Source: an optimization exercise on an open RTL-to-GDS flow (aim: small area, a short achievable clock period and few clock cycles per item). Production flows keep margins and buffers that such runs may drop.
RTL that was checked went through simulation tests only; none was proved equivalent to the original.
No functional check of the RTL was part of runs 1 and 2.
Power is estimated from default activity; no workload was simulated.

===== run.sh =====
#!/bin/bash
# synth_recipe.tcl (not shown) runs the flow's synth.tcl, then flattens the netlist and writes it again
# the make line also repeats each setting of config.mk as NAME=value (left out here)
make -C /OpenROAD-flow-scripts/flow DESIGN_CONFIG=/design/flow/config.mk WORK_HOME=/design/flow/orfs CLKGATE_MAP_FILE= SYNTH_SCRIPT=/design/flow/synth_recipe.tcl finish

===== config.mk =====
export PLATFORM = sky130hd
export DESIGN_NAME = pulse_width_autobaud_detector
export DESIGN_NICKNAME = pulse_width_autobaud_detector
export VERILOG_FILES = /design/flow/design.v
export SDC_FILE = /design/flow/constraint.sdc
export NUM_CORES = 4
export LEC_CHECK = 0
export CAP_MARGIN = 20
export CORE_MARGIN = 2
export CORE_UTILIZATION = 50
export SETUP_SLACK_MARGIN = 2.0
export SLEW_MARGIN = 20

===== constraint.sdc =====
create_clock -name core_clock -period 5.5 [get_ports {clk}]
set_input_delay 1.1000 -clock core_clock [delete_from_list [all_inputs] [get_ports {clk}]]
set_output_delay 1.1000 -clock core_clock [all_outputs]
set_load 0.01 [all_outputs]

===== design.v =====
`timescale 1ns / 1ps
package pwad_pkg;
    localparam int OPCODE_W  = 2;
    localparam int PULSE_W   = 16;
    localparam int OUTCOME_W = 4;
    localparam int BIN_W     = 5;
    localparam int DIV_W     = 16;
    localparam int CFG_IDX_W = 3;
    localparam int CFG_DAT_W = 16;
    localparam int CNT_W     = 16;
    localparam int ITER_W    = 8;
    localparam logic [CNT_W-1:0] CNT_MAX = 16'hFFFF;
    localparam logic [OPCODE_W-1:0] OP_PULSE = 2'd0;
    localparam logic [OPCODE_W-1:0] OP_START = 2'd1;
    localparam logic [OPCODE_W-1:0] OP_ABORT = 2'd2;
    localparam logic [OUTCOME_W-1:0] OC_IGNORED   = 4'd0;
    localparam logic [OUTCOME_W-1:0] OC_REJECTED  = 4'd1;
    localparam logic [OUTCOME_W-1:0] OC_SHORTEST  = 4'd2;
    localparam logic [OUTCOME_W-1:0] OC_MATCHED   = 4'd3;
    localparam logic [OUTCOME_W-1:0] OC_UNMATCHED = 4'd4;
    localparam logic [OUTCOME_W-1:0] OC_STARTED   = 4'd5;
    localparam logic [OUTCOME_W-1:0] OC_ABORTED   = 4'd6;
    localparam logic [OUTCOME_W-1:0] OC_SUCCESS   = 4'd7;
    localparam logic [OUTCOME_W-1:0] OC_FAIL      = 4'd8;
    localparam logic [CFG_IDX_W-1:0] CFG_MIN_WIDTH   = 3'd0;
    localparam logic [CFG_IDX_W-1:0] CFG_MAX_WIDTH   = 3'd1;
    localparam logic [CFG_IDX_W-1:0] CFG_COUNT_LIM   = 3'd2;
    localparam logic [CFG_IDX_W-1:0] CFG_UNMATCH_LIM = 3'd3;
    localparam logic [CFG_IDX_W-1:0] CFG_ITER_LIM    = 3'd4;
    localparam logic [PULSE_W-1:0] RST_MIN_WIDTH   = 16'd53;
    localparam logic [PULSE_W-1:0] RST_MAX_WIDTH   = 16'd40000;
    localparam logic [CNT_W-1:0]   RST_COUNT_LIM   = 16'd512;
    localparam logic [CNT_W-1:0]   RST_UNMATCH_LIM = 16'd112;
    localparam logic [ITER_W-1:0]  RST_ITER_LIM    = 8'd16;
endpackage
`timescale 1ns / 1ps
import pwad_pkg::*;
module pwad_datapath
(
    input  logic [15:0] w,
    input  logic        none,    
    input  logic [15:0] lo,
    input  logic [16:0] hi,
    input  logic [17:0] lo3,     
    input  logic [17:0] hi3,     
    output logic [2:0]  g,
    output logic        over,    
    output logic [15:0] base_h,  
    output logic [5:0]  lo_le    
);
    function automatic logic cout24(input logic [23:0] a, input logic [23:0] b, input logic cin);
        logic [23:0] g0, p0;
        logic [11:0] g1, p1;
        logic [5:0]  g2, p2;
        logic [2:0]  g3, p3;
        g0 = a & b;
        p0 = a | b;
        g0[0] = g0[0] | (p0[0] & cin);
        for (int i = 0; i < 12; i++)
        begin
            g1[i] = g0[2*i+1] | (p0[2*i+1] & g0[2*i]);
            p1[i] = p0[2*i+1] & p0[2*i];
        end
        for (int i = 0; i < 6; i++)
        begin
            g2[i] = g1[2*i+1] | (p1[2*i+1] & g1[2*i]);
            p2[i] = p1[2*i+1] & p1[2*i];
        end
        for (int i = 0; i < 3; i++)
        begin
            g3[i] = g2[2*i+1] | (p2[2*i+1] & g2[2*i]);
            p3[i] = p2[2*i+1] & p2[2*i];
        end
        cout24 = g3[2] | (p3[2] & (g3[1] | (p3[1] & g3[0])));
    endfunction
    function automatic logic gt24(input logic [23:0] a, input logic [23:0] b);
        gt24 = cout24(a, ~b, 1'b0);
    endfunction
    function automatic logic ge24(input logic [23:0] a, input logic [23:0] b);
        ge24 = cout24(a, ~b, 1'b1);
    endfunction
    function automatic logic sign24(input logic [23:0] x, input logic [23:0] y);
        sign24 = x[23] ^ y[23] ^ cout24({x[22:0], 1'b0}, {y[22:0], 1'b0}, 1'b0);
    endfunction
    function automatic logic gt3(input logic [23:0] a, input logic [23:0] b, input logic [23:0] c);
        logic [23:0] nb, nc, s, cy;
        nb = ~b;
        nc = ~c;
        s  = a ^ nb ^ nc;
        cy = {(a[22:0] & nb[22:0]) | (a[22:0] & nc[22:0]) | (nb[22:0] & nc[22:0]), 1'b1};
        gt3 = !sign24(s, cy);
    endfunction
    function automatic logic ge3(input logic [23:0] a, input logic [23:0] b, input logic [23:0] c);
        logic [23:0] na, s, cy;
        na = ~a;
        s  = b ^ c ^ na;
        cy = {(b[22:0] & c[22:0]) | (b[22:0] & na[22:0]) | (c[22:0] & na[22:0]), 1'b0};
        ge3 = sign24(s, cy);
    endfunction
    logic [21:0] wx;
    logic        c1, c2, c3, c4;
    assign wx = {6'd0, w};
    assign c1   = !none && gt24({2'd0, wx}, {5'd0, hi, 2'd0});
    assign c2   = !none && gt24({2'd0, wx}, {4'd0, hi, 3'd0});
    assign c3   = !none && gt24({2'd0, wx}, {4'd0, hi3, 2'd0});
    assign c4   = !none && gt24({2'd0, wx}, {3'd0, hi, 4'd0});
    assign over = !none && gt3({2'd0, wx}, {3'd0, hi, 4'd0}, {5'd0, hi, 2'd0});
    assign lo_le[0] = ge24({8'd0, w}, {8'd0, lo});
    assign lo_le[1] = ge24({8'd0, w}, {7'd0, lo, 1'b0});
    assign lo_le[2] = ge24({8'd0, w}, {6'd0, lo3});
    assign lo_le[3] = ge24({8'd0, w}, {6'd0, lo, 2'b0});
    assign lo_le[4] = ge3({8'd0, w}, {6'd0, lo, 2'b0}, {8'd0, lo});
    assign lo_le[5] = ge24({8'd0, w}, {5'd0, lo3, 1'b0});
    always_comb
    begin
        g      = 3'd0;
        base_h = '0;
        if (c4)
        begin
            g      = 3'd4;
            base_h = {hi[11:0], 4'd0};
        end
        else if (c3)
        begin
            g      = 3'd3;
            base_h = {hi3[13:0], 2'd0};
        end
        else if (c2)
        begin
            g      = 3'd2;
            base_h = {hi[12:0], 3'd0};
        end
        else if (c1)
        begin
            g      = 3'd1;
            base_h = {hi[13:0], 2'd0};
        end
    end
endmodule
module pwad_fine
(
    input  logic [15:0] w,
    input  logic [15:0] base_h,
    input  logic [2:0]  g,
    input  logic        over,
    input  logic [5:0]  lo_le,
    input  logic [16:0] hi,
    input  logic [17:0] hi3,
    output logic        matched,
    output logic [4:0]  bin
);
    function automatic logic cout24(input logic [23:0] a, input logic [23:0] b, input logic cin);
        logic [23:0] g0, p0;
        logic [11:0] g1, p1;
        logic [5:0]  g2, p2;
        logic [2:0]  g3, p3;
        g0 = a & b;
        p0 = a | b;
        g0[0] = g0[0] | (p0[0] & cin);
        for (int i = 0; i < 12; i++)
        begin
            g1[i] = g0[2*i+1] | (p0[2*i+1] & g0[2*i]);
            p1[i] = p0[2*i+1] & p0[2*i];
        end
        for (int i = 0; i < 6; i++)
        begin
            g2[i] = g1[2*i+1] | (p1[2*i+1] & g1[2*i]);
            p2[i] = p1[2*i+1] & p1[2*i];
        end
        for (int i = 0; i < 3; i++)
        begin
            g3[i] = g2[2*i+1] | (p2[2*i+1] & g2[2*i]);
            p3[i] = p2[2*i+1] & p2[2*i];
        end
        cout24 = g3[2] | (p3[2] & (g3[1] | (p3[1] & g3[0])));
    endfunction
    function automatic logic gt24(input logic [23:0] a, input logic [23:0] b);
        gt24 = cout24(a, ~b, 1'b0);
    endfunction
    function automatic logic ge24(input logic [23:0] a, input logic [23:0] b);
        ge24 = cout24(a, ~b, 1'b1);
    endfunction
    function automatic logic sign24(input logic [23:0] x, input logic [23:0] y);
        sign24 = x[23] ^ y[23] ^ cout24({x[22:0], 1'b0}, {y[22:0], 1'b0}, 1'b0);
    endfunction
    function automatic logic gt3(input logic [23:0] a, input logic [23:0] b, input logic [23:0] c);
        logic [23:0] nb, nc, s, cy;
        nb = ~b;
        nc = ~c;
        s  = a ^ nb ^ nc;
        cy = {(a[22:0] & nb[22:0]) | (a[22:0] & nc[22:0]) | (nb[22:0] & nc[22:0]), 1'b1};
        gt3 = !sign24(s, cy);
    endfunction
    function automatic logic ge3(input logic [23:0] a, input logic [23:0] b, input logic [23:0] c);
        logic [23:0] na, s, cy;
        na = ~a;
        s  = b ^ c ^ na;
        cy = {(b[22:0] & c[22:0]) | (b[22:0] & na[22:0]) | (c[22:0] & na[22:0]), 1'b0};
        ge3 = sign24(s, cy);
    endfunction
    logic e1, e2, e3, lo_ok;
    logic [1:0] f1;
    assign e1 = gt3({8'd0, w}, {8'd0, base_h}, {7'd0, hi});
    assign e2 = gt3({8'd0, w}, {8'd0, base_h}, {6'd0, hi, 1'b0});
    assign e3 = gt3({8'd0, w}, {8'd0, base_h}, {6'd0, hi3});
    assign f1      = {1'b0, e1} + {1'b0, e2} + {1'b0, e3};
    always_comb
    begin
        case (g)
            3'd0:    lo_ok = e3 ? lo_le[3] : e2 ? lo_le[2] : e1 ? lo_le[1] : lo_le[0];
            3'd1:    lo_ok = e2 || (e1 ? lo_le[5] : lo_le[4]);
            default: lo_ok = 1'b1;
        endcase
    end
    assign matched = !over && lo_ok;
    assign bin     = {g[2:0], f1};
endmodule
`timescale 1ns / 1ps
import pwad_pkg::*;
module pulse_width_autobaud_detector
#(
    parameter int NUM_BINS   = 20,
    parameter int WIDTH_BITS = 16
)
(
    input  logic                 clk,
    input  logic                 rst_n,
    input  logic                 pulse_valid,
    output logic                 pulse_ready,
    input  logic [OPCODE_W-1:0]  pulse_opcode,
    input  logic [PULSE_W-1:0]   pulse_width,
    output logic                 result_valid,
    input  logic                 result_ready,
    output logic [OUTCOME_W-1:0] result_outcome,
    output logic [BIN_W-1:0]     result_bin_index,
    output logic [DIV_W-1:0]     result_divisor,
    output logic                 result_engaged,
    input  logic                 cfg_we,
    input  logic [CFG_IDX_W-1:0] cfg_index,
    input  logic [CFG_DAT_W-1:0] cfg_data
);
    function automatic logic cout24(input logic [23:0] a, input logic [23:0] b, input logic cin);
        logic [23:0] g0, p0;
        logic [11:0] g1, p1;
        logic [5:0]  g2, p2;
        logic [2:0]  g3, p3;
        g0 = a & b;
        p0 = a | b;
        g0[0] = g0[0] | (p0[0] & cin);
        for (int i = 0; i < 12; i++)
        begin
            g1[i] = g0[2*i+1] | (p0[2*i+1] & g0[2*i]);
            p1[i] = p0[2*i+1] & p0[2*i];
        end
        for (int i = 0; i < 6; i++)
        begin
            g2[i] = g1[2*i+1] | (p1[2*i+1] & g1[2*i]);
            p2[i] = p1[2*i+1] & p1[2*i];
        end
        for (int i = 0; i < 3; i++)
        begin
            g3[i] = g2[2*i+1] | (p2[2*i+1] & g2[2*i]);
            p3[i] = p2[2*i+1] & p2[2*i];
        end
        cout24 = g3[2] | (p3[2] & (g3[1] | (p3[1] & g3[0])));
    endfunction
    function automatic logic gt24(input logic [23:0] a, input logic [23:0] b);
        gt24 = cout24(a, ~b, 1'b0);
    endfunction
    function automatic logic ge24(input logic [23:0] a, input logic [23:0] b);
        ge24 = cout24(a, ~b, 1'b1);
    endfunction
    function automatic logic sign24(input logic [23:0] x, input logic [23:0] y);
        sign24 = x[23] ^ y[23] ^ cout24({x[22:0], 1'b0}, {y[22:0], 1'b0}, 1'b0);
    endfunction
    function automatic logic gt3(input logic [23:0] a, input logic [23:0] b, input logic [23:0] c);
        logic [23:0] nb, nc, s, cy;
        nb = ~b;
        nc = ~c;
        s  = a ^ nb ^ nc;
        cy = {(a[22:0] & nb[22:0]) | (a[22:0] & nc[22:0]) | (nb[22:0] & nc[22:0]), 1'b1};
        gt3 = !sign24(s, cy);
    endfunction
    function automatic logic ge3(input logic [23:0] a, input logic [23:0] b, input logic [23:0] c);
        logic [23:0] na, s, cy;
        na = ~a;
        s  = b ^ c ^ na;
        cy = {(b[22:0] & c[22:0]) | (b[22:0] & na[22:0]) | (c[22:0] & na[22:0]), 1'b0};
        ge3 = sign24(s, cy);
    endfunction
    logic [PULSE_W-1:0]  min_reg, max_reg;
    logic [CNT_W-1:0]    count_lim_reg, unmatch_lim_reg;
    logic [ITER_W-1:0]   iter_lim_reg;
    logic                active_reg;
    logic                short_none;
    logic [15:0]         short_reg;
    logic [15:0]         lo_reg;         
    logic [CNT_W-1:0]    total_reg, unm_reg;
    logic                unm_pend;       
    logic [ITER_W-1:0]   att_reg;
    logic                stall_reg;
    logic [16:0]         hi_d;
    logic [17:0]         lo3_d, hi3_d;
    logic                b1_valid, b1_bin, b1_retry, b1_eng;
    logic [OUTCOME_W-1:0] b1_oc;
    logic [15:0]         b1_w;
    logic                b2_valid, b2_bin, b2_cnt, b2_eng, b2_over;
    logic [OUTCOME_W-1:0] b2_oc;
    logic [15:0]         b2_w, b2_base_h;
    logic [2:0]          b2_g;
    logic [5:0]          b2_lo_le;
    logic                out_valid;
    logic [OUTCOME_W-1:0] out_outcome;
    logic [BIN_W-1:0]    out_bin_index;
    logic                out_succ;
    logic                out_engaged;
    always_ff @(posedge clk or negedge rst_n)
    begin
        if (!rst_n)
        begin
            min_reg         <= RST_MIN_WIDTH;
            max_reg         <= RST_MAX_WIDTH;
            count_lim_reg   <= RST_COUNT_LIM;
            unmatch_lim_reg <= RST_UNMATCH_LIM;
            iter_lim_reg    <= RST_ITER_LIM;
        end
        else if (cfg_we)
        begin
            case (cfg_index)
                CFG_MIN_WIDTH:   min_reg         <= cfg_data;
                CFG_MAX_WIDTH:   max_reg         <= cfg_data;
                CFG_COUNT_LIM:   count_lim_reg   <= cfg_data;
                CFG_UNMATCH_LIM: unmatch_lim_reg <= cfg_data;
                CFG_ITER_LIM:    iter_lim_reg    <= cfg_data[ITER_W-1:0];
                default: ;
            endcase
        end
    end
    logic adv, accept;
    assign adv         = !out_valid || result_ready;
    assign pulse_ready = adv && !stall_reg;
    assign accept      = pulse_valid && pulse_ready;
    logic [15:0] w;
    logic        is_start, is_abort, is_pulse;
    logic        decide, unm_ok, att_le1;
    logic        a_succ, a_fail, a_retry, a_go, out_range, below;
    logic        a_rej, a_short, a_bin;
    logic [OUTCOME_W-1:0] a_oc;
    logic        a_eng;
    logic [CNT_W-1:0] total_inc;
    logic [18:0] w7;
    assign w = pulse_width;
    assign is_start  = (pulse_opcode == OP_START);
    assign is_abort  = (pulse_opcode == OP_ABORT);
    assign is_pulse  = (pulse_opcode == OP_PULSE) && active_reg;
    assign decide    = gt24({8'd0, total_reg}, {8'd0, count_lim_reg});
    assign unm_ok    = ge24({8'd0, unmatch_lim_reg}, {8'd0, unm_reg});
    assign att_le1   = (att_reg <= 8'd1);
    assign a_succ    = is_pulse && decide && unm_ok;
    assign a_fail    = is_pulse && decide && !unm_ok && att_le1;
    assign a_retry   = is_pulse && decide && !unm_ok && !att_le1;
    assign a_go      = is_pulse && !(decide && (unm_ok || att_le1));
    assign out_range = gt24({8'd0, min_reg}, {8'd0, w}) || gt24({8'd0, w}, {8'd0, max_reg});
    assign below     = decide ? (w != 16'hFFFF) : gt24({8'd0, lo_reg}, {8'd0, w});
    assign a_rej     = a_go && out_range;
    assign a_short   = a_go && !out_range && below;
    assign a_bin     = a_go && !out_range && !below;
    always_comb
    begin
        a_oc  = OC_IGNORED;
        a_eng = active_reg;
        if (is_start)
        begin
            a_oc  = OC_STARTED;
            a_eng = 1'b1;
        end
        else if (is_abort)
        begin
            a_oc  = OC_ABORTED;
            a_eng = 1'b0;
        end
        else if (a_succ)
        begin
            a_oc  = OC_SUCCESS;
            a_eng = 1'b0;
        end
        else if (a_fail)
        begin
            a_oc  = OC_FAIL;
            a_eng = 1'b0;
        end
        else if (a_rej)
            a_oc = OC_REJECTED;
        else if (a_short)
            a_oc = OC_SHORTEST;
        else if (a_bin)
            a_oc = OC_MATCHED;
    end
    assign total_inc = (total_reg == CNT_MAX) ? CNT_MAX : total_reg + 1'b1;
    assign w7        = {w, 3'd0} - {3'd0, w};
    always_ff @(posedge clk or negedge rst_n)
    begin
        if (!rst_n)
        begin
            active_reg <= 1'b0;
            short_none <= 1'b1;
            lo_reg     <= 16'hFFFF;
            total_reg  <= '0;
            att_reg    <= '0;
        end
        else if (accept)
        begin
            active_reg <= a_eng;
            if (a_short)
            begin
                short_none <= 1'b0;
                lo_reg     <= w7[18:3];
            end
            else if (is_start || a_retry)
            begin
                short_none <= 1'b1;
                lo_reg     <= 16'hFFFF;
            end
            if (is_start || a_short || (a_retry && a_rej))
                total_reg <= '0;
            else if (a_bin)
                total_reg <= a_retry ? 16'd1 : total_inc;
            if (is_start)
                att_reg <= iter_lim_reg;
            else if (a_retry)
                att_reg <= att_reg - 1'b1;
            else if (a_fail)
                att_reg <= '0;
        end
    end
    always_ff @(posedge clk)
    begin
        if (accept && a_short)
            short_reg <= w;
    end
    logic b2_match, b2_unmatched;
    logic a_clr, b_pending, succ_pending;
    assign b2_unmatched = adv && b2_valid && b2_cnt && !b2_match;
    assign a_clr        = is_start || a_retry || a_short;
    assign succ_pending = adv ? ((accept && a_succ) || (b1_valid && b1_oc == OC_SUCCESS))
                              : ((b1_valid && b1_oc == OC_SUCCESS) || (b2_valid && b2_oc == OC_SUCCESS));
    assign b_pending    = adv ? ((accept && is_pulse) || (b1_valid && b1_bin) || (b2_valid && b2_bin))
                              : ((b1_valid && b1_bin) || (b2_valid && b2_bin));
    always_ff @(posedge clk or negedge rst_n)
    begin
        if (!rst_n)
        begin
            unm_reg   <= '0;
            unm_pend  <= 1'b0;
            stall_reg <= 1'b0;
        end
        else
        begin
            if (accept && a_clr)
            begin
                unm_reg  <= '0;
                unm_pend <= 1'b0;
            end
            else
            begin
                if (unm_pend && unm_reg != CNT_MAX)
                    unm_reg <= unm_reg + 1'b1;
                unm_pend <= b2_unmatched;
            end
            stall_reg <= (b_pending && ge24({8'd0, total_reg}, {8'd0, count_lim_reg})) || succ_pending;
        end
    end
    logic [16:0] hi_n;
    logic [19:0] lo3_n, hi3_n;
    logic [19:0] h3a, h3b, h3c, h3d;
    function automatic logic [19:0] csa_s(input logic [19:0] a, input logic [19:0] b, input logic [19:0] c);
        csa_s = a ^ b ^ c;
    endfunction
    function automatic logic [19:0] csa_c(input logic [19:0] a, input logic [19:0] b, input logic [19:0] c);
        csa_c = {(a[18:0] & b[18:0]) | (a[18:0] & c[18:0]) | (b[18:0] & c[18:0]), 1'b0};
    endfunction
    always_comb
    begin
        h3a   = csa_s({3'd0, short_reg, 1'b0}, {4'd0, short_reg}, {7'd0, short_reg[15:4], 1'b0});
        h3b   = csa_c({3'd0, short_reg, 1'b0}, {4'd0, short_reg}, {7'd0, short_reg[15:4], 1'b0});
        h3c   = csa_s(h3a, h3b, {8'd0, short_reg[15:4]});
        h3d   = csa_c(h3a, h3b, {8'd0, short_reg[15:4]});
        hi_n  = short_none ? 17'h0FFFF : ({1'b0, short_reg} + {5'd0, short_reg[15:4]});
        hi3_n = short_none ? 20'h10000 : h3c + h3d;    
        lo3_n = {3'b0, lo_reg, 1'b0} + {4'b0, lo_reg};
    end
    always_ff @(posedge clk)
    begin
        if (adv)
        begin
            hi_d  <= hi_n;
            lo3_d <= lo3_n[17:0];
            hi3_d <= hi3_n[17:0];
        end
    end
    logic [2:0]  s1_g;
    logic        s1_over;
    logic [15:0] s1_base_h;
    logic [5:0]  s1_lo_le;
    pwad_datapath u_coarse (
        .w      (b1_w),
        .none   (b1_retry),
        .lo     (lo_reg),
        .hi     (hi_d),
        .lo3    (lo3_d),
        .hi3    (hi3_d),
        .g      (s1_g),
        .over   (s1_over),
        .base_h (s1_base_h),
        .lo_le  (s1_lo_le)
    );
    logic [4:0] b2_binidx;
    pwad_fine u_fine (
        .w       (b2_w),
        .base_h  (b2_base_h),
        .g       (b2_g),
        .over    (b2_over),
        .lo_le   (b2_lo_le),
        .hi      (hi_d),
        .hi3     (hi3_d),
        .matched (b2_match),
        .bin     (b2_binidx)
    );
    always_ff @(posedge clk or negedge rst_n)
    begin
        if (!rst_n)
        begin
            b1_valid  <= 1'b0;
            b2_valid  <= 1'b0;
            out_valid <= 1'b0;
        end
        else if (adv)
        begin
            b1_valid  <= accept;
            b2_valid  <= b1_valid;
            out_valid <= b2_valid;
        end
    end
    always_ff @(posedge clk)
    begin
        if (adv)
        begin
            b1_oc     <= a_oc;
            b1_bin    <= a_bin;
            b1_retry  <= a_retry;
            b1_eng    <= a_eng;
            b1_w      <= w;
            b2_oc     <= b1_oc;
            b2_bin    <= b1_bin;
            b2_cnt    <= b1_bin && !(accept && a_clr);
            b2_eng    <= b1_eng;
            b2_w      <= b1_w;
            b2_g      <= s1_g;
            b2_over   <= s1_over;
            b2_base_h <= s1_base_h;
            b2_lo_le  <= s1_lo_le;
            out_outcome   <= b2_bin ? (b2_match ? OC_MATCHED : OC_UNMATCHED) : b2_oc;
            out_bin_index <= (b2_bin && b2_match) ? b2_binidx : 5'd0;
            out_succ      <= !b2_bin && b2_oc == OC_SUCCESS;
            out_engaged   <= b2_eng;
        end
    end
    assign result_valid     = out_valid;
    assign result_outcome   = out_outcome;
    assign result_bin_index = out_bin_index;
    assign result_divisor   = !out_succ ? 16'd0 : short_none ? 16'hFFFF : short_reg;
    assign result_engaged   = out_engaged;
endmodule

==> run summary, run 1 <==
----------------------------------------------------
[Outcome]
  Status ... timing/DRC/antenna clean

[Critical path]
  Category of the critical setup timing path ... register to register
  Required arrival time at the worst endpoint ... 5940 ps
  Slowest Stage Delay on Critical Path ... about 570 ps
  Setup crit end kind ... register
  Worst r2r path cells ... 14
  Cell type group with the largest total delay on the critical path ... compound AO/OA/AOI/OAI gates
  Arr. time, crit path ... ~4500 ps
  Series of cell instances along the critical path ... fa_1 > fa_1 > fa_2 > a21o_1 > a21oi_2 > o21bai_1 > a21oi_2 > nor2b_2 > o21a_1 > o31a_1 > o41ai_4 > o21ai_2 > a2111o_1 > nand4_1
  Buffering stage count on the worst path with inverters included ... 0
  Largest fanout on the critical path ... 5
  R2r setup slk ... around 1500 ps
  Startpoint type of the worst setup path ... register
  Critical Path Slowest Stage Cell ... fa_1
  Cell depth of the worst setup path ... 14

[Synth]
  Post-Syn Instances ... between 2000 and 2500
  Post-synth top flop ... edfxtp_1
  Total standard cell area after synthesis ... a little over 20000 um2
  Register bit total from synthesis ... roughly 290
  Part of the Yosys area used for sequential elements ... about two fifths
  Number of enable flip-flop cells after synthesis ... 150
  Synth warnings ... 3
  Cell variety after synth ... between 80 and 90
  Mapped Nets ... between 2000 and 2500
  Ys async rst share ... a little under half
  Avg Cell Area, Syn ... about 10 um2

[Pwr]
  Cell internal power dissipation ... ~5.9 mW
  Switching share of power ... 37.22%
  IR drop worst, VDD ... about 310 uV
  Standby leakage power ... around 10 nW
  Combinational fraction of design power ... between 40 and 50%
  Power per Cell Area ... approximately 380 nW/um2
  Switching power total ... between 3 and 4 mW
  Flop pwr share ... between 30% and 40%
  Clock network fraction of design power ... a little under a quarter

[Run]
  Max-cap check violation count ... 0

[Timing]
  RSZ-0062 raised after global routing ... true
  Final period utilization ... between 70% and 80%
  Pins over their slew limit ... 0
  Min Clock Period, post-route ... 4018 ps
  Final Hold Fails ... 0
  Final number of setup-violating endpoints ... 0
  Hold_ws ... between 300 and 400 ps
  Peak clock frequency supported by timing ... 248.9 MHz
  Setup TNS ... 0 ps
  Relative slew margins ... between 20% and 30%
  Worst-margin pin slew ... 1060 ps
  Worst Skew ... about 16 ps

[Placed design]
  RePlAce Congestion ... just under 0.9
  Total half-perimeter wirelength after legalization and detailed placement ... 41880 um
  Number of buffers inserted by port buffering ... slightly below 70

[Finish]
  Most frequent cells in the layout ... inv_1, edfxtp_1, nor2_1, buf_4, nand2_1
  Total Nets Final ... around 2500
  Multi-input combinational cell area ... between 10000 and 15000 um2
  Number of inserted diodes ... 0
  Relative area change from synthesis to final layout ... 21.13%
  Register area ... just under 8000 um2
  Most common cell after layout, fill and taps aside ... inv_1
  Filler Cell Count ... 3390
  Layout cells sized above 1 ... between 20 and 25%

[Clock network]
  Max clock buf depth ... 3
  Number of H-tree branching levels ... 1
  Total clock sinks ... roughly 290
  Hold_buf cts ... 0
  CTS clk-pin slew, worst paths ... around 70 ps
  Clock tree from TritonCTS ... done
  Clock tree root buffer cell ... clkbuf_16
  TritonCTS Buffers ... 31
  Clock latency on the worst-skew pair ... around 580 ps

[Global route]
  Via count of the first global-routing pass ... around 16000
  Global-route wire length before repair ... between 90000 and 100000 um
  Overflow left after global routing ... 0
  Global-route usage over all layers ... around 28%
  Maximum number of pins on one net before global-route repair ... 119
  Antenna violations before repair ... 0

[Drt]
  Detail-routed via count per cell ... approximately 5.9
  Remaining DRCs ... 0
  Final ANT Viol Nets ... 0
  Total wirelength of the detailed-routed design ... just under 60000 um
  Iteration-0 DRC Markers ... between 1000 and 1500
  DR vias ... about 16000
  Post-detailed-route wirelength per cell ... between 20 and 25 um
  Number of iterations in the first detailed-routing pass ... 5

[Floorplanning]
  Die footprint ... 42700 um2
  Die extent in x ... slightly above 200 um
  Ports placed on the boundary ... 70
  Core area ... ~40000 um2
  Die Y ... between 200 and 250 um
  Number of standard-cell rows in the floorplan ... between 70 and 80
  Initial Utilization ... 50.51%

[Hold path]
  Hold/Removal Path Class ... input pin to async pin

----------------------------------------------------
==> layer usage <==
metal	GRT usage, %	routed length [um]	vias to the layer above
met1	35.59	25160	8215
met4	9.388	1957	0
li1	-	-	7735
met2	48.73	29340	385
met3	2.465	2210	99
met5	0	0	-
==> kinds of logic after synthesis <==
kind of cell               Yosys count  synth area share, %
AOI/OAI and AO/OA                  529                17.55
and+or+nand+nor                    498                11.92
adders and majority gates          297                20.53
DFF                                285                38.58
buffers and inverters              265                4.949
muxes                               78                4.114
xor gates and xnor gates            55                2.346
==> metrics by stage <==
step / total power [mW] / area (um2) / util, % / setup WS (ps) / std cells
CTS: 9.195 / 24050 / 59.18 / 1420 / 2708
global route: 10.04 / 24870 / 61.18 / 1267 / 2763
global placement: 6.654 / 22040 / 54.22 / 707.8 / 2577
floorplan: 5.666 / 20750 / - / 1550 / 2007
detailed placement: 6.751 / 22040 / 54.22 / 619.3 / 2577
finish: 9.436 / 24870 / 61.18 / 1482 / 2763
==> layout make-up <==
type                            instances  share of cell area (%)
Timing Repair Buffer                  215                   7.904
Clock buffer                           36                   3.235
Inverter                              214                   3.452
Timing Repair inverter                  1                 0.03522
Multi-Input combinational cell       1459                   49.92
Sequential cell                       285                   31.86
Tap cell                              532                   2.677
Clock inverter                         21                  0.9157
==> path summary, 6_finish.rpt <==
path,from,endpoint
min reg2reg,b1_eng,b2_eng
max in group asynchronous,rst_n,lo_reg[11]
min,rst_n,min_reg[1]
max,short_reg[1],hi3_d[17]
min in group core_clock,b1_eng,b2_eng
max reg2reg,short_reg[1],hi3_d[17]
==> what timing repair did <==
item	in CTS	in global routing
setup buffers	68	53
endpoints found under the setup margin	108	111
pin swaps	61	84
gates resized for setup	134	132
cloned	6	1
==> cell usage after synthesis (16+ instances only) <==
cell,instances,area share [%]
nand2_1,112,2.0
edfxtp_1,150,22
xnor2_1,38,1.6
o21ai_1,20,0.49
o21a_1,24,0.88
o221ai_1,16,0.68
nand3_1,24,0.59
o21ai_0,82,2.0
a222oi_1,16,0.78
fa_1,94,9.2
a22oi_1,21,0.77
nand4_1,18,0.55
inv_1,194,3.5
a21oi_1,116,2.8
xor2_1,17,0.73
mux2i_1,27,1.3
ha_1,113,6.9
nor3_1,33,0.80
maj3_1,75,3.7
clkbuf_1,37,0.68
dfrtp_1,104,13
mux2_2,51,2.8
dfstp_2,31,4.0
nor2b_1,47,1.4
nand2b_1,45,1.4
o22ai_1,37,1.1
o22a_1,16,0.68
nor2_1,153,2.8
==> power by group through the flow <==
stage                     clock, mW  sequential, mW  combinational (mW)
final                          2.14            3.41                3.89
after detailed placement          0            3.50                3.25
after floorplan                   0            3.29                2.38
after global placement            0            3.49                3.16
after CTS                      2.17            3.42                3.61
after global routing           2.26            3.47                4.31
==> inputs of run 2 (changes only) <==
--- a/config.mk
+++ b/config.mk
@@ -8,5 +8,5 @@
 export CAP_MARGIN = 20
 export CORE_MARGIN = 2
-export CORE_UTILIZATION = 50
-export SETUP_SLACK_MARGIN = 2.0
+export CORE_UTILIZATION = 62
+export SETUP_SLACK_MARGIN = 2.2
 export SLEW_MARGIN = 20
==> run 2 against run 1 <==
Net effect: non-clock buffer count rose by 28; synthesized cell count did not move; sequential cell count did not move; global-route usage rose by 7.5 points; clock-buffer cell count rose by 11; highest routed layer unchanged; register-to-register slack got worse by 30 ps; still clean on timing, DRC and antenna; combinational power rose by 6.9%.
==> run summary, run 2 <==
----------------------------------------------------
[Outcome]
  Status ... timing/DRC/antenna clean

[Synth]
  Post-synth top flop ... edfxtp_1
  Mapped Nets ... about 2300
  Avg Cell Area, Syn ... ~10 um2
  Post-Syn Instances ... 2007
  Yosys top cell by area ... edfxtp_1
  Top cells by area in the synthesized netlist ... edfxtp_1, dfrtp_1, fa_1, ha_1, dfstp_2
  Most frequent cell after synthesis ... inv_1
  Total standard cell area after synthesis ... between 20000 and 25000 um2
  Number of enable flip-flop cells after synthesis ... 150
  Post-synth top area share ... about 22%
  Leading cell types by count after synthesis ... inv_1, nor2_1, edfxtp_1
  Register bit total from synthesis ... about 290
  Synth warnings ... 3
  Ys async rst share ... 47.37%
  Part of the Yosys area used for sequential elements ... approximately two fifths
  Cell variety after synth ... between 80 and 90

[Finish]
  Final instance area ... 25580 um2
  Relative area change from synthesis to final layout ... 24.60%
  Most common cell after layout, fill and taps aside ... inv_1
  Filler Cell Count ... around 2100
  Post-layout util ... roughly four fifths
  Layout cells sized above 1 ... 26.02%
  Number of inserted diodes ... 0
  Non-filler instance count after layout ... 2702
  Most frequent cells in the layout ... inv_1, edfxtp_1, buf_4, nor2_1, nand2_1
  Total Nets Final ... around 2500
  Register area ... approximately 7900 um2
  Multi-input combinational cell area ... roughly 13000 um2

[Timing]
  Final Hold Fails ... 0
  Peak clock frequency supported by timing ... ~250 MHz
  Final number of setup-violating endpoints ... 0
  Post-route worst setup slack ... about 1500 ps
  RSZ-0062 raised after global routing ... true
  Worst-margin pin slew ... around 1100 ps
  Setup TNS ... 0 ps
  Pins over their slew limit ... 0
  Final period utilization ... 73.56%
  Hold_ws ... around 420 ps
  Relative slew margins ... between 20 and 30%
  Worst Skew ... 16.90 ps
  Min Clock Period, post-route ... slightly above 4000 ps

[Global route]
  Global-route wire length before repair ... 93660 um
  Most crowded layer after global routing ... met2
  Maximum number of pins on one net before global-route repair ... about 100
  Overflow left after global routing ... 0
  Via count of the first global-routing pass ... 17120
  Global-route usage over all layers ... a little over a third
  Global routing usage on met1 ... 45.15%
  GR Util met2 ... 58.96%
  Met3 global-route usage ... ~4.4%
  Antenna violations before repair ... 0

[Floorplanning]
  Ports placed on the boundary ... 70
  Initial Utilization ... 63.10%
  Core area ... between 30000 and 40000 um2
  Die footprint ... ~35000 um2
  Die extent in x ... 186.0 um
  Die Y ... 186.0 um
  Number of standard-cell rows in the floorplan ... 66

[Placed design]
  Instance area after placement ... between 20000 and 25000 um2
  Number of placed instances, taps included ... around 2500
  RePlAce Congestion ... about 0.89
  Placement-stage worst setup slack ... around 490 ps
  Total half-perimeter wirelength after legalization and detailed placement ... about 40000 um
  Number of buffers inserted by port buffering ... a little under 70

[Clock network]
  Max clock buf depth ... 3
  Clock latency on the worst-skew pair ... approximately 560 ps
  CTS clk-pin slew, worst paths ... 70 ps
  Clock tree root buffer cell ... clkbuf_16
  Number of H-tree branching levels ... 1
  Clock tree from TritonCTS ... done
  TritonCTS Buffers ... 30
  Total clock sinks ... roughly 290

[Critical path]
  Category of the critical setup timing path ... register to register
  Largest fanout on the critical path ... 4
  Setup crit end kind ... register
  Startpoint type of the worst setup path ... register
  Worst r2r path cells ... 14
  Arr. time, crit path ... between 4000 and 5000 ps
  Required arrival time at the worst endpoint ... roughly 6000 ps

[Drt]
  Total wirelength of the detailed-routed design ... just over 60000 um
  Detail-routed via count per cell ... 6.427
  Iteration-0 DRC Markers ... ~1600
  Remaining DRCs ... 0
  DR vias ... ~17000
  Number of iterations in the first detailed-routing pass ... 8
  Post-detailed-route wirelength per cell ... ~22 um
  Final ANT Viol Nets ... 0

[Pwr]
  IR drop worst, VDD ... 277.8 uV
  Power per Cell Area ... ~380 nW/um2
  Post-route total power ... roughly 10 mW
  Standby leakage power ... about 10 nW

[Hold path]
  Depth of the worst hold-timing path ... 0
  Hold/Removal Path Class ... register to register

[Run]
  Max-cap check violation count ... 0

----------------------------------------------------
run 2: changes by cell type in the layout (fill, tap and decap cells not counted), moves of 6 or more:
cell and delta:
clkbuf_8 +6, buf_6 +9, a21oi_1 -9, nor2_1 -8
a21oi_2 +6, buf_4 +15, buf_12 +6
run 2: final cells by class:
class	count	share of cell area (%)
clock buffers	47	3.962
flip-flops and latches	285	30.98
multi-input cells	1461	49.76
inverters	214	3.390
well taps	442	2.162
repair inverters	1	0.06359
clock inverters	9	0.3277
repair buffers	243	9.352
run 2: logic make-up (layout without fill, tap and decap cells):
kind of cell             after synthesis  count (layout)  synth area share [%]
AO/OA/AOI/OAI                        529             529                 17.55
XOR/XNOR                              55              55                 2.346
adder cells (fa/ha/maj)              297             297                 20.53
buffers and inverters                265             514                 4.949
flip-flops                           285             285                 38.58
multiplexers                          78              78                 4.114
AND/OR/NAND/NOR                      498             502                 11.92
run 2: critical path: stages (launching register included):
cell and delay (ps):
edfxtp_1 500, fa_1 600, fa_1 470, fa_2 370, a21o_1 170, a21oi_2 150
o21bai_1 80, a21oi_1 150, nor2b_1 80, o21a_1 190, o31a_1 290, o41ai_4 300
o21ai_2 120, a2111o_1 370, nand4_1 70
run 2: final timing paths:
path / start / end / slack [ps]
min in group asynchronous: rst_n / max_reg[1] / 590
hold reg to reg: b2_eng / out_engaged / 420
setup reg to reg: short_reg[1] / hi3_d[17] / 1450
hold / removal: b2_eng / out_engaged / 420
setup / recovery: short_reg[1] / hi3_d[17] / 1450
max in group asynchronous: rst_n / unmatch_lim_reg[4] / 3760
run 2: power by group:
part	switching (mW)	leakage (nW)	total, mW	internal [mW]
logic	2.24	6.63	4.16	1.92
registers	0.526	3.15	3.42	2.89
clock network	0.869	0.541	2.18	1.32
total	3.64	10.3	9.77	6.13
run 2: what timing repair did:
item / 4_1_cts / 5_1_grt
gates cloned: 12 / 2
resized for setup: 248 / 117
pin swaps: 106 / 87
buffers inserted: 111 / 33
setup endpoints to repair: 118 / 127
hold buffers: 0 / 0
run 2: layer usage:
layer / wire length (um) / vias up
li1: - / 7824
met3: 3941 / 191
met2: 29120 / 762
met4: 3621 / 0
met1: 23970 / 8590
met5: 0 / -
==> inputs of run 3 (changes only) <==
--- a/design.v
+++ b/design.v
@@ -42,5 +42,4 @@
     input  logic [15:0] lo,
     input  logic [16:0] hi,
-    input  logic [17:0] lo3,     
     input  logic [17:0] hi3,     
     output logic [2:0]  g,
@@ -108,8 +107,8 @@
     assign lo_le[0] = ge24({8'd0, w}, {8'd0, lo});
     assign lo_le[1] = ge24({8'd0, w}, {7'd0, lo, 1'b0});
-    assign lo_le[2] = ge24({8'd0, w}, {6'd0, lo3});
+    assign lo_le[2] = ge3({8'd0, w}, {7'd0, lo, 1'b0}, {8'd0, lo});
     assign lo_le[3] = ge24({8'd0, w}, {6'd0, lo, 2'b0});
     assign lo_le[4] = ge3({8'd0, w}, {6'd0, lo, 2'b0}, {8'd0, lo});
-    assign lo_le[5] = ge24({8'd0, w}, {5'd0, lo3, 1'b0});
+    assign lo_le[5] = ge3({8'd0, w}, {6'd0, lo, 2'b0}, {7'd0, lo, 1'b0});
     always_comb
     begin
@@ -296,4 +295,5 @@
     logic [15:0]         short_reg;
     logic [15:0]         lo_reg;         
+    logic [16:0]         hi_reg;         
     logic [CNT_W-1:0]    total_reg, unm_reg;
     logic                unm_pend;       
@@ -301,5 +301,5 @@
     logic                stall_reg;
     logic [16:0]         hi_d;
-    logic [17:0]         lo3_d, hi3_d;
+    logic [17:0]         hi3_d;
     logic                b1_valid, b1_bin, b1_retry, b1_eng;
     logic [OUTCOME_W-1:0] b1_oc;
@@ -406,4 +406,5 @@
             short_none <= 1'b1;
             lo_reg     <= 16'hFFFF;
+            hi_reg     <= 17'h0FFFF;
             total_reg  <= '0;
             att_reg    <= '0;
@@ -416,4 +417,5 @@
                 short_none <= 1'b0;
                 lo_reg     <= w7[18:3];
+                hi_reg     <= {1'b0, w} + {5'd0, w[15:4]};
             end
             else if (is_start || a_retry)
@@ -421,4 +423,5 @@
                 short_none <= 1'b1;
                 lo_reg     <= 16'hFFFF;
+                hi_reg     <= 17'h0FFFF;
             end
             if (is_start || a_short || (a_retry && a_rej))
@@ -471,30 +474,10 @@
         end
     end
-    logic [16:0] hi_n;
-    logic [19:0] lo3_n, hi3_n;
-    logic [19:0] h3a, h3b, h3c, h3d;
-    function automatic logic [19:0] csa_s(input logic [19:0] a, input logic [19:0] b, input logic [19:0] c);
-        csa_s = a ^ b ^ c;
-    endfunction
-    function automatic logic [19:0] csa_c(input logic [19:0] a, input logic [19:0] b, input logic [19:0] c);
-        csa_c = {(a[18:0] & b[18:0]) | (a[18:0] & c[18:0]) | (b[18:0] & c[18:0]), 1'b0};
-    endfunction
-    always_comb
-    begin
-        h3a   = csa_s({3'd0, short_reg, 1'b0}, {4'd0, short_reg}, {7'd0, short_reg[15:4], 1'b0});
-        h3b   = csa_c({3'd0, short_reg, 1'b0}, {4'd0, short_reg}, {7'd0, short_reg[15:4], 1'b0});
-        h3c   = csa_s(h3a, h3b, {8'd0, short_reg[15:4]});
-        h3d   = csa_c(h3a, h3b, {8'd0, short_reg[15:4]});
-        hi_n  = short_none ? 17'h0FFFF : ({1'b0, short_reg} + {5'd0, short_reg[15:4]});
-        hi3_n = short_none ? 20'h10000 : h3c + h3d;    
-        lo3_n = {3'b0, lo_reg, 1'b0} + {4'b0, lo_reg};
-    end
     always_ff @(posedge clk)
     begin
         if (adv)
         begin
-            hi_d  <= hi_n;
-            lo3_d <= lo3_n[17:0];
-            hi3_d <= hi3_n[17:0];
+            hi_d  <= hi_reg;
+            hi3_d <= {hi_reg, 1'b0} + {1'b0, hi_reg};    
         end
     end
@@ -508,5 +491,4 @@
         .lo     (lo_reg),
         .hi     (hi_d),
-        .lo3    (lo3_d),
         .hi3    (hi3_d),
         .g      (s1_g),
--- a/config.mk
+++ b/config.mk
@@ -8,5 +8,5 @@
 export CAP_MARGIN = 20
 export CORE_MARGIN = 2
-export CORE_UTILIZATION = 62
-export SETUP_SLACK_MARGIN = 2.2
+export CORE_UTILIZATION = 50
+export SETUP_SLACK_MARGIN = 2.0
 export SLEW_MARGIN = 20
==> run 3 against run 2 <==
Net effect: largest cell class unchanged; die area grew 21%; cell count shrank 0.67%; worst hold slack gained 2.4 ps; combinational power grew 23%; global-route usage shrank 7.1 points; register-to-register slack gained 620 ps.
==> run summary, run 3 <==
----------------------------------------------------
[Synth]
  Part of the Yosys area used for sequential elements ... around two fifths
  Register bit total from synthesis ... 283
  Post-Syn Instances ... approximately 1900
  Top cells by area in the synthesized netlist ... edfxtp_1, dfrtp_1, fa_1, dfstp_2, ha_1
  Ys async rst share ... a little over half
  Synth warnings ... 3
  Mapped Nets ... ~2200
  Yosys top cell by area ... edfxtp_1
  Most frequent cell after synthesis ... inv_1
  Total standard cell area after synthesis ... 20040 um2
  Post-synth top flop ... edfxtp_1
  Leading cell types by count after synthesis ... inv_1, nand2_1, edfxtp_1
  Cell variety after synth ... 84
  Number of enable flip-flop cells after synthesis ... 131
  Post-synth top area share ... between 10% and 20%
  Avg Cell Area, Syn ... 10.30 um2

[Finish]
  Layout cells sized above 1 ... 20.75%
  Multi-input combinational cell area ... 11860 um2
  Register area ... between 7000 and 8000 um2
  Post-layout util ... about 61%
  Relative area change from synthesis to final layout ... 21.07%
  Most frequent cells in the layout ... inv_1, nand2_1, edfxtp_1, buf_4, dfrtp_1
  Number of inserted diodes ... 0
  Total Nets Final ... 2363
  Most common cell after layout, fill and taps aside ... inv_1
  Filler Cell Count ... roughly 3300

[Placed design]
  RePlAce Congestion ... 0.8516
  Total half-perimeter wirelength after legalization and detailed placement ... approximately 40000 um
  Number of buffers inserted by port buffering ... 69

[Critical path]
  Arr. time, crit path ... between 3000 and 4000 ps
  Setup crit end kind ... register
  Series of cell instances along the critical path ... buf_12 > inv_8 > maj3_2 > maj3_2 > maj3_2 > a2111oi_4 > o211ai_4 > a2111oi_4 > buf_6 > a221oi_4 > buf_6 > nor2_4 > buf_12 > buf_12 > clkbuf_16 > nor2_4
  Startpoint type of the worst setup path ... input pin
  Slowest Stage Delay on Critical Path ... 360 ps
  Buffering stage count on the worst path with inverters included ... 7
  Category of the critical setup timing path ... input pin to register
  Largest fanout on the critical path ... 6
  Required arrival time at the worst endpoint ... a little under 6000 ps
  Critical Path Slowest Stage Cell ... a2111oi_4
  Cell type group with the largest total delay on the critical path ... buffers and inverters

[Drt]
  DR vias ... 16180
  Final ANT Viol Nets ... 0
  Post-detailed-route wirelength per cell ... around 22 um
  Iteration-0 DRC Markers ... ~870
  Detail-routed via count per cell ... ~6.0
  Total wirelength of the detailed-routed design ... 57710 um
  Number of iterations in the first detailed-routing pass ... 5
  Remaining DRCs ... 0

[Global route]
  Via count of the first global-routing pass ... 16570
  Global-route usage over all layers ... between 20 and 30%
  Overflow left after global routing ... 0
  Antenna violations before repair ... 0
  Global-route wire length before repair ... around 90000 um
  Maximum number of pins on one net before global-route repair ... between 80 and 90

[Clock network]
  Max clock buf depth ... 3
  Hold_buf cts ... 0
  Clock tree root buffer cell ... clkbuf_16
  Clock latency on the worst-skew pair ... 560 ps
  Clock tree from TritonCTS ... done
  Total clock sinks ... 283
  Number of H-tree branching levels ... 2
  CTS clk-pin slew, worst paths ... approximately 60 ps
  TritonCTS Buffers ... 35

[Floorplanning]
  Ports placed on the boundary ... 70
  Core area ... a little under 40000 um2
  Initial Utilization ... just over 50%
  Die extent in x ... between 200 and 250 um
  Die footprint ... between 40000 and 50000 um2
  Die Y ... roughly 200 um
  Number of standard-cell rows in the floorplan ... 73

[Pwr]
  Power per Cell Area ... about 450 nW/um2
  Standby leakage power ... 9.680 nW
  IR drop worst, VDD ... 242.3 uV

[Timing]
  Worst-margin pin slew ... between 1000 and 1500 ps
  Min Clock Period, post-route ... 3480 ps
  RSZ-0062 raised after global routing ... true
  Hold_ws ... between 400 and 500 ps
  Final Hold Fails ... 0
  Relative slew margins ... 26.02%
  Final number of setup-violating endpoints ... 0
  Final period utilization ... 63.27%
  Pins over their slew limit ... 0
  Peak clock frequency supported by timing ... ~290 MHz
  Worst Skew ... around 19 ps
  Setup TNS ... 0 ps

[Outcome]
  Status ... timing/DRC/antenna clean

[Hold path]
  Hold/Removal Path Class ... register to register

[Run]
  Max-cap check violation count ... 0

----------------------------------------------------
==> run 3: changes by cell type in the layout (fill, tap and decap cells not counted), moves of 20 or more <==
cell,delta
a21oi_2,-31
a221oi_1,+24
buf_4,-22
ha_1,-20
maj3_2,-27
mux2i_1,-21
nand2_1,+30
nor2_1,-43
==> run 3: path summary, 6_finish.rpt <==
kind	start	to	slack, ps	depth (start not counted)
max in group asynchronous	rst_n	max_reg[7]	3910	2
hold reg to reg	b2_eng	out_engaged	420	0
hold / removal	b2_eng	out_engaged	420	0
setup reg to reg	hi_d[1]	b2_base_h[9]	2070	12
min in group asynchronous	rst_n	count_lim_reg[6]	500	1
setup / recovery	pulse_width[1]	unm_reg[11]	2020	16
==> run 3: cell families after synthesis <==
logic type / after synthesis / synth area share [%]
DFF: 283 / 38.91
xor gates and xnor gates: 54 / 2.361
buffers and inverters: 262 / 4.977
muxes: 64 / 3.566
adders and majority gates: 267 / 19.45
and+or+nand+nor: 491 / 11.87
AOI/OAI and AO/OA: 524 / 18.86
==> run 3: worst register-to-register path, delay by kind of cell (launching register included) <==
family / cells / cell delay, ps
adders and majority gates: 3 / 1030
and+or+nand+nor: 2 / 330
buffers and inverters: 2 / 400
DFF: 1 / 440
AOI/OAI and AO/OA: 5 / 1030
==> run 3: where the power goes <==
part	leakage (nW)	switching [mW]	internal [mW]	total (mW)
Sequential	3.12	0.596	2.92	3.52
Clock	0.567	0.917	1.40	2.32
Combinational	5.99	2.81	2.31	5.12
==> run 3: per-layer routing <==
layer / up-vias / wire length [um] / global-route usage, %
met3: 91 / 2475 / 3.221
met5: - / 0 / 0
met4: 0 / 2017 / 11.23
met1: 8136 / 24450 / 35.75
met2: 409 / 28770 / 48.56
li1: 7547 / - / -
==> run 3: cell type report <==
class,instances,share of cell area (%)
Multi-Input combinational cell,1400,48.89
Sequential cell,283,32.17
Inverter,207,3.430
Clock inverter,10,0.4900
Clock buffer,53,4.276
Tap cell,525,2.708
Timing Repair Buffer,206,8.036
==> run 3: what timing repair did <==
item | CTS | global route
cloned | 4 | 1
setup endpoints to repair | 116 | 110
pin swaps | 38 | 58
resized for setup | 118 | 102
setup buffers | 67 | 38
endpoints found under the hold margin | 0 | 0
==> run 3: per-stage QoR <==
stage                     total power, mW  instance area (um2)  cells  setup WS (ps)
after floorplan                     6.610                20120   1945           1609
after global placement              7.914                21450   2511          472.9
after detailed placement            8.046                21450   2511          481.2
after CTS                           10.74                23620   2645           1903
after global routing                11.69                24260   2684           1932
final                               10.96                24260   2684           2020
Testbench counts of run 3, summed over its fixed seeds: cycles 12,910, items 12,800.
==> inputs of run 4 (changes only) <==
--- a/config.mk
+++ b/config.mk
@@ -6,4 +6,5 @@
 export NUM_CORES = 4
 export LEC_CHECK = 0
+export ABC_AREA = 1
 export CAP_MARGIN = 20
 export CORE_MARGIN = 2
==> run 4 against run 3 <==
Net effect: worst hold slack better by 8.3 ps; critical path depth is 4 lower; largest power group unchanged; worst setup slack better by 100 ps; largest cell class unchanged; still clean; synthesized cell count is 35% higher; first-iteration DRC count is 34% higher.
==> run summary, run 4 <==
----------------------------------------------------
[Clock network]
  Max clock buf depth ... 3
  Clock tree from TritonCTS ... done
  Hold_buf cts ... 0
  Clock tree root buffer cell ... clkbuf_16
  CTS clk-pin slew, worst paths ... ~60 ps
  Total clock sinks ... roughly 280
  TritonCTS Buffers ... 34
  Clock latency on the worst-skew pair ... 550 ps
  Number of H-tree branching levels ... 2

[Synth]
  Total standard cell area after synthesis ... around 21000 um2
  Top cells by area in the synthesized netlist ... edfxtp_1, dfrtp_1, nand2_1, fa_1, inv_1
  Avg Cell Area, Syn ... approximately 8 um2
  Register bit total from synthesis ... 283
  Post-synth top area share ... about a fifth
  Number of enable flip-flop cells after synthesis ... ~130
  Synth warnings ... 3
  Ys async rst share ... 53.71%
  Cell variety after synth ... 65
  Most frequent cell after synthesis ... nand2_1
  Post-synth top flop ... edfxtp_1
  Yosys top cell by area ... edfxtp_1
  Mapped Nets ... roughly 2900
  Post-Syn Instances ... 2624
  Leading cell types by count after synthesis ... nand2_1, inv_1, nor2_1
  Part of the Yosys area used for sequential elements ... a little under two fifths

[Floorplanning]
  Die extent in x ... about 210 um
  Initial Utilization ... about half
  Die Y ... roughly 210 um
  Number of standard-cell rows in the floorplan ... 74
  Core area ... between 40000 and 50000 um2
  Die footprint ... about 43000 um2
  Ports placed on the boundary ... 70

[Placed design]
  RePlAce Congestion ... between 0.8 and 0.9
  Number of buffers inserted by port buffering ... slightly below 70
  Total half-perimeter wirelength after legalization and detailed placement ... roughly 45000 um
  Placement-stage worst setup slack ... ~1100 ps

[Pwr]
  IR drop worst, VDD ... 231.0 uV
  Combinational fraction of design power ... a little under two fifths
  Cell internal power dissipation ... roughly 5.4 mW
  Clock network fraction of design power ... around a quarter
  Power per Cell Area ... between 300 and 400 nW/um2
  Switching power total ... 3.471 mW
  Standby leakage power ... 10.92 nW
  Switching share of power ... between 30% and 40%
  Flop pwr share ... between 30% and 40%

[Critical path]
  Arr. time, crit path ... 3770 ps
  FF-to-FF End ... b2_base_h[2]
  Worst r2r path cells ... 12
  Launch point of the critical path ... b1_w[7]
  Largest fanout on the critical path ... 14
  Required arrival time at the worst endpoint ... 5890 ps
  Beginning of the worst register-to-register path ... b1_w[7]
  Category of the critical setup timing path ... register to register
  Startpoint type of the worst setup path ... register
  Setup crit end kind ... register
  R2r setup slk ... about 2100 ps

[Global route]
  Antenna violations before repair ... 1
  Overflow left after global routing ... 0
  Global-route usage over all layers ... 28.23%
  Maximum number of pins on one net before global-route repair ... 102
  Via count of the first global-routing pass ... ~18000
  Global-route wire length before repair ... a little under 100000 um

[Hold path]
  Hold/Removal Path Class ... register to register
  Depth of the worst hold-timing path ... 0
  Hold Crit Endpoint ... out_engaged
  Startpoint of the worst hold path ... b2_eng

[Timing]
  Peak clock frequency supported by timing ... 296.0 MHz
  Worst Skew ... 13.00 ps
  Hold_ws ... approximately 430 ps
  Pins over their slew limit ... 0
  RSZ-0062 raised after global routing ... false
  Worst-margin pin slew ... a little under 1000 ps
  Relative slew margins ... 35.80%
  Min Clock Period, post-route ... 3378 ps
  Post-route worst setup slack ... approximately 2100 ps
  Final number of setup-violating endpoints ... 0
  Setup TNS ... 0 ps
  Final Hold Fails ... 0
  Final period utilization ... 61.42%

[Finish]
  Most frequent cells in the layout ... nand2_1, inv_1, nor2_1, o21ai_0, edfxtp_1
  Total Nets Final ... around 2900
  Number of inserted diodes ... 0
  Most common cell after layout, fill and taps aside ... nand2_1
  Relative area change from synthesis to final layout ... 12.34%
  Layout cells sized above 1 ... between 6 and 7%

[Run]
  Max-cap check violation count ... 0

[Drt]
  Final ANT Viol Nets ... 0
  Total wirelength of the detailed-routed design ... about 60000 um
  Post-detailed-route wirelength per cell ... ~18 um
  Number of iterations in the first detailed-routing pass ... 5
  DR vias ... approximately 18000
  Iteration-0 DRC Markers ... between 1000 and 1500
  Remaining DRCs ... 0
  Detail-routed via count per cell ... ~5.5

[Outcome]
  Status ... timing/DRC/antenna clean

----------------------------------------------------
-- run 4: changes by cell type after synthesis, moves of 25 or more --
cell      previous run  this run
o21ai_0             95       269
o22a_1              35         1
maj3_1              76         1
nor2_1             105       294
mux2_2              59         0
nand3_1             33       133
nor2b_1             43         1
nand2b_1            38         0
a221oi_1            32         2
nand2_1            141       586
xnor2_1             40        14
xor2_1              14        39
inv_1              198       368
a21oi_1             76       128
-- run 4: critical path, stage by stage (launching register included) --
cell	delay, ps
edfxtp_1	630
clkinv_2	360
nand2_1	160
o21ai_0	120
nor2_1	170
o21ai_0	130
o211ai_1	230
nand3_1	160
a21boi_1	440
nand2_2	280
nand2_1	120
nand2_1	240
nor2_1	170
-- run 4: how the worst max path moves through the flow --
| stage | to |
|---|---|
| 3_5_place_dp | b2_cnt |
| 2_1_floorplan | b1_bin |
| 4_1_cts | short_reg[0] |
| 3_3_place_gp | unm_pend |
| 6_report | b2_base_h[2] |
| 5_1_grt | lo_reg[9] |
-- run 4: stage by stage --
step	total power [mW]	std cells	util [%]	instance area (um2)
2_1_floorplan	5.479	2624	-	20860
6_report	8.869	3263	57.11	23420
3_3_place_gp	6.482	3183	53.69	22020
3_5_place_dp	6.574	3183	53.69	22020
4_1_cts	8.920	3245	56.55	23190
5_1_grt	9.594	3263	57.11	23420
-- run 4: repair_timing --
| item | 4_1_cts | 5_1_grt |
|---|---|---|
| setup buffers | 0 | 15 |
| pin swaps | 0 | 3 |
| resized for setup | 14 | 20 |
| gates cloned | 0 | 1 |
| endpoints found under the setup margin | 70 | 99 |
-- run 4: power by group through the flow --
stage	combinational, mW	clock (mW)	sequential, mW
floorplan	2.37	0	3.11
global placement	3.21	0	3.27
detailed placement	3.30	0	3.28
CTS	3.32	2.36	3.24
global route	3.85	2.43	3.31
finish	3.32	2.31	3.25
-- run 4: cell families after synthesis --
| family | after synthesis | synth area share [%] |
|---|---|---|
| AO/OA/AOI/OAI | 559 | 15.15 |
| XOR/XNOR | 53 | 2.226 |
| adder cells (fa/ha/maj) | 189 | 14.93 |
| buffers and inverters | 432 | 8.155 |
| flip-flops | 283 | 37.39 |
| AND/OR/NAND/NOR | 1108 | 22.15 |
-- run 4: routing by layer --
layer / wire (um) / global-route usage (%)
met1: 25830 / 37.30
met2: 29090 / 48.36
met3: 2714 / 3.094
met4: 2003 / 10.02
met5: 0 / 0
-- run 4: cell type report --
class / instances / area, um2
clock buffer: 51 / 1071
clock inverter: 11 / 81.33
fill: 3812 / 17590
inverter: 382 / 1463
multi-input combinational: 1910 / 11420
sequential: 283 / 7796
tap: 532 / 665.6
timing repair buffer: 94 / 927.1
==> inputs of run 5 (changes only) <==
--- a/config.mk
+++ b/config.mk
@@ -10,4 +10,4 @@
 export CORE_MARGIN = 2
 export CORE_UTILIZATION = 50
-export SETUP_SLACK_MARGIN = 2.0
+export SETUP_SLACK_MARGIN = 2.5
 export SLEW_MARGIN = 20
==> run 5 against run 4 <==
Net effect: synthesized cell count stayed put; register-to-register slack better by 460 ps; combinational power grew 8.7%; largest cell class unchanged; clock power is 5% higher; area after synthesis unchanged; worst setup slack better by 460 ps; sequential power shrank 2%; maximum frequency grew 16%; sequential cell count unchanged; utilization rose by 3.6 points; clock-buffer cell count is 6 lower.
==> run summary, run 5 <==
----------------------------------------------------
[Synth]
  Post-synth top flop ... edfxtp_1
  Cell variety after synth ... 65
  Synth warnings ... 3
  Mapped Nets ... around 2900
  Yosys top cell by area ... edfxtp_1
  Register bit total from synthesis ... approximately 280
  Top cells by area in the synthesized netlist ... edfxtp_1, dfrtp_1, nand2_1, fa_1, inv_1
  Total standard cell area after synthesis ... roughly 21000 um2
  Post-synth top area share ... a little under a fifth
  Post-Syn Instances ... ~2600
  Part of the Yosys area used for sequential elements ... approximately 37%
  Avg Cell Area, Syn ... between 7 and 8 um2
  Ys async rst share ... between 50% and 60%
  Number of enable flip-flop cells after synthesis ... roughly 130
  Most frequent cell after synthesis ... nand2_1
  Leading cell types by count after synthesis ... nand2_1, inv_1, nor2_1

[Placed design]
  Total half-perimeter wirelength after legalization and detailed placement ... between 40000 and 50000 um
  RePlAce Congestion ... roughly 0.88
  Number of buffers inserted by port buffering ... roughly 70
  Placement-stage worst setup slack ... 1164 ps

[Timing]
  Min Clock Period, post-route ... 2918 ps
  Peak clock frequency supported by timing ... approximately 340 MHz
  Final Hold Fails ... 0
  Setup TNS ... 0 ps
  RSZ-0062 raised after global routing ... true
  Worst-margin pin slew ... 1013 ps
  Worst Skew ... around 27 ps
  Final number of setup-violating endpoints ... 0
  Hold_ws ... roughly 430 ps
  Relative slew margins ... 32.25%
  Final period utilization ... a little over half
  Post-route worst setup slack ... 2582 ps
  Pins over their slew limit ... 0

[Finish]
  Most frequent cells in the layout ... nand2_1, inv_1, nor2_1, o21ai_0
  Number of inserted diodes ... 0
  Relative area change from synthesis to final layout ... 19.41%
  Total Nets Final ... just over 3000
  Layout cells sized above 1 ... 13.71%
  Most common cell after layout, fill and taps aside ... nand2_1

[Drt]
  Final ANT Viol Nets ... 0
  Detail-routed via count per cell ... approximately 5.5
  Iteration-0 DRC Markers ... around 1100
  Post-detailed-route wirelength per cell ... between 15 and 20 um
  Total wirelength of the detailed-routed design ... ~62000 um
  DR vias ... roughly 19000
  Number of iterations in the first detailed-routing pass ... 5
  Remaining DRCs ... 0

[Clock network]
  Number of H-tree branching levels ... 2
  Clock latency on the worst-skew pair ... ~560 ps
  TritonCTS Buffers ... 36
  Max clock buf depth ... 3
  CTS clk-pin slew, worst paths ... approximately 60 ps
  Clock tree root buffer cell ... clkbuf_16
  Hold_buf cts ... 0
  Total clock sinks ... around 280
  Clock tree from TritonCTS ... done

[Critical path]
  Startpoint type of the worst setup path ... register
  Slowest Stage Delay on Critical Path ... 710 ps
  Series of cell instances along the critical path ... clkinvlp_4 > buf_4 > fa_1 > o22ai_1 > nand3_1 > o211ai_1 > a21oi_2 > a21oi_1 > nor2_1 > o21ai_1 > a21oi_2
  Arr. time, crit path ... 3250 ps
  Crit path top cell by count ... a21oi_2
  Largest fanout on the critical path ... 9
  Setup crit end kind ... register
  Category of the critical setup timing path ... register to register
  Required arrival time at the worst endpoint ... approximately 5800 ps
  Critical Path Slowest Stage Cell ... dfstp_4

[Floorplanning]
  Initial Utilization ... between 50% and 60%
  Ports placed on the boundary ... 70
  Die Y ... around 210 um
  Die footprint ... approximately 43000 um2
  Number of standard-cell rows in the floorplan ... 74
  Core area ... ~40000 um2
  Die extent in x ... around 210 um

[Pwr]
  IR drop worst, VDD ... between 200 and 300 uV
  Standby leakage power ... approximately 12 nW
  Power per Cell Area ... between 300 and 400 nW/um2

[Global route]
  Global-route usage over all layers ... between 20% and 30%
  Via count of the first global-routing pass ... between 15000 and 20000
  Overflow left after global routing ... 0
  Maximum number of pins on one net before global-route repair ... between 60 and 70
  Global-route wire length before repair ... ~98000 um
  Antenna violations before repair ... 0

[Hold path]
  Hold/Removal Path Class ... register to register

[Run]
  Max-cap check violation count ... 0

[Outcome]
  Status ... timing/DRC/antenna clean

----------------------------------------------------
run 5: cell count changes in the layout (fill, tap and decap cells not counted), moves of 13 or more:
cell             previous run  this run
buf_4                      20       131
clkdlybuf4s50_1            54        34
inv_1                     363       347
o21ai_0                   268       253
clkinvlp_4                  5        18
dlygate4sd2_1               5        18
run 5: critical path: cells and delay by family, from the launching register on:
family / cells / cell delay, ps
buffers and inverters: 2 / 390
adder cells (fa/ha/maj): 1 / 520
flip-flops: 1 / 710
AO/OA/AOI/OAI: 6 / 890
AND/OR/NAND/NOR: 2 / 180
run 5: logic make-up (layout without fill, tap and decap cells):
| group | Yosys count | count (layout) | synth area share [%] |
|---|---|---|---|
| AOI/OAI and AO/OA | 559 | 559 | 15.15 |
| and+or+nand+nor | 1108 | 1109 | 22.15 |
| DFF | 283 | 283 | 37.39 |
| buffers and inverters | 432 | 673 | 8.155 |
| adders and majority gates | 189 | 189 | 14.93 |
| xor gates and xnor gates | 53 | 53 | 2.226 |
run 5: report_power, final:
part / switching [mW] / internal [mW] / leakage, nW
Sequential: 0.426 / 2.77 / 3.12
Combinational: 2.21 / 1.40 / 7.86
Clock: 0.933 / 1.50 / 0.576
Total: 3.57 / 5.67 / 11.6
run 5: cell type report:
| class | instances | area [um2] |
|---|---|---|
| tap | 532 | 665.6 |
| timing repair inverter | 2 | 17.52 |
| inverter | 382 | 1524 |
| fill | 3667 | 16120 |
| clock inverter | 19 | 256.5 |
| clock buffer | 45 | 944.7 |
| timing repair buffer | 225 | 1992 |
| multi-input combinational | 1910 | 11680 |
| sequential | 283 | 7815 |
run 5: timing repair:
item                       CTS  global route
setup endpoints to repair  165           117
setup buffers               69            72
cloned                       5             2
pin swaps                   12            27
gates resized for setup    114            95
run 5: layer usage:
metal	track usage (%)	vias up	share of wire [%]
li1	-	9131	-
met5	0	-	0
met3	4.317	118	5.2
met1	37.21	8917	43
met2	48.74	482	48
met4	12.40	0	4.5
run 5: path summary, 6_finish.rpt:
check                      slack (ps)      start             to  cells after the start
min in group asynchronous         460      rst_n  total_reg[13]                      1
hold / removal                    430     b2_eng    out_engaged                      0
setup / recovery                 2580  lo_reg[2]    b2_lo_le[2]                     11
setup reg to reg                 2580  lo_reg[2]    b2_lo_le[2]                     11
max in group asynchronous        3920      rst_n     hi_reg[16]                      2
hold reg to reg                   430     b2_eng    out_engaged                      0
run 5: stage by stage:
step           util [%]  area (um2)  power, mW  instances
3_5_place_dp      53.71       22030      6.577       3185
4_1_cts           58.74       24090      9.129       3323
5_1_grt           60.70       24900      9.945       3398
6_report          60.70       24900      9.234       3398
3_3_place_gp      53.71       22030      6.480       3185
2_1_floorplan         -       20870      5.482       2624

[what the ideal ports hide]
The flow's constraints put no driver on any port. The routed layouts listed below were extracted and timed again, unchanged, in two steps.
Step 1, drivers: a clkbuf_16 drives clk and a buf_2 each remaining input, both assumed.
Step 2, shift: input delay + t, output delay - t, t = (earliest + latest rising clock arrival at the registers) / 2. This alone moves slack from input paths to output paths.
a / b / c = no drivers / after step 1 / after step 2; a / b = the first two.
run	t, ns	slack for setup (ns)	worst setup path at the end
run 1	0.630	1.482 / 1.482 / 1.379	input to register
run 2	0.609	1.454 / 1.454 / 1.409	input to register
run 3	0.605	2.020 / 1.996 / 1.404	input to register
run 4	0.599	2.122 / 2.122 / 1.652	input to register
run 5	0.599	2.582 / 2.561 / 2.063	input to register
After both steps setup and hold are still met in every run listed. For run 3, which loses most, drivers alone change the setup slack by -0.024 ns; drivers and shift together by -0.616 ns.
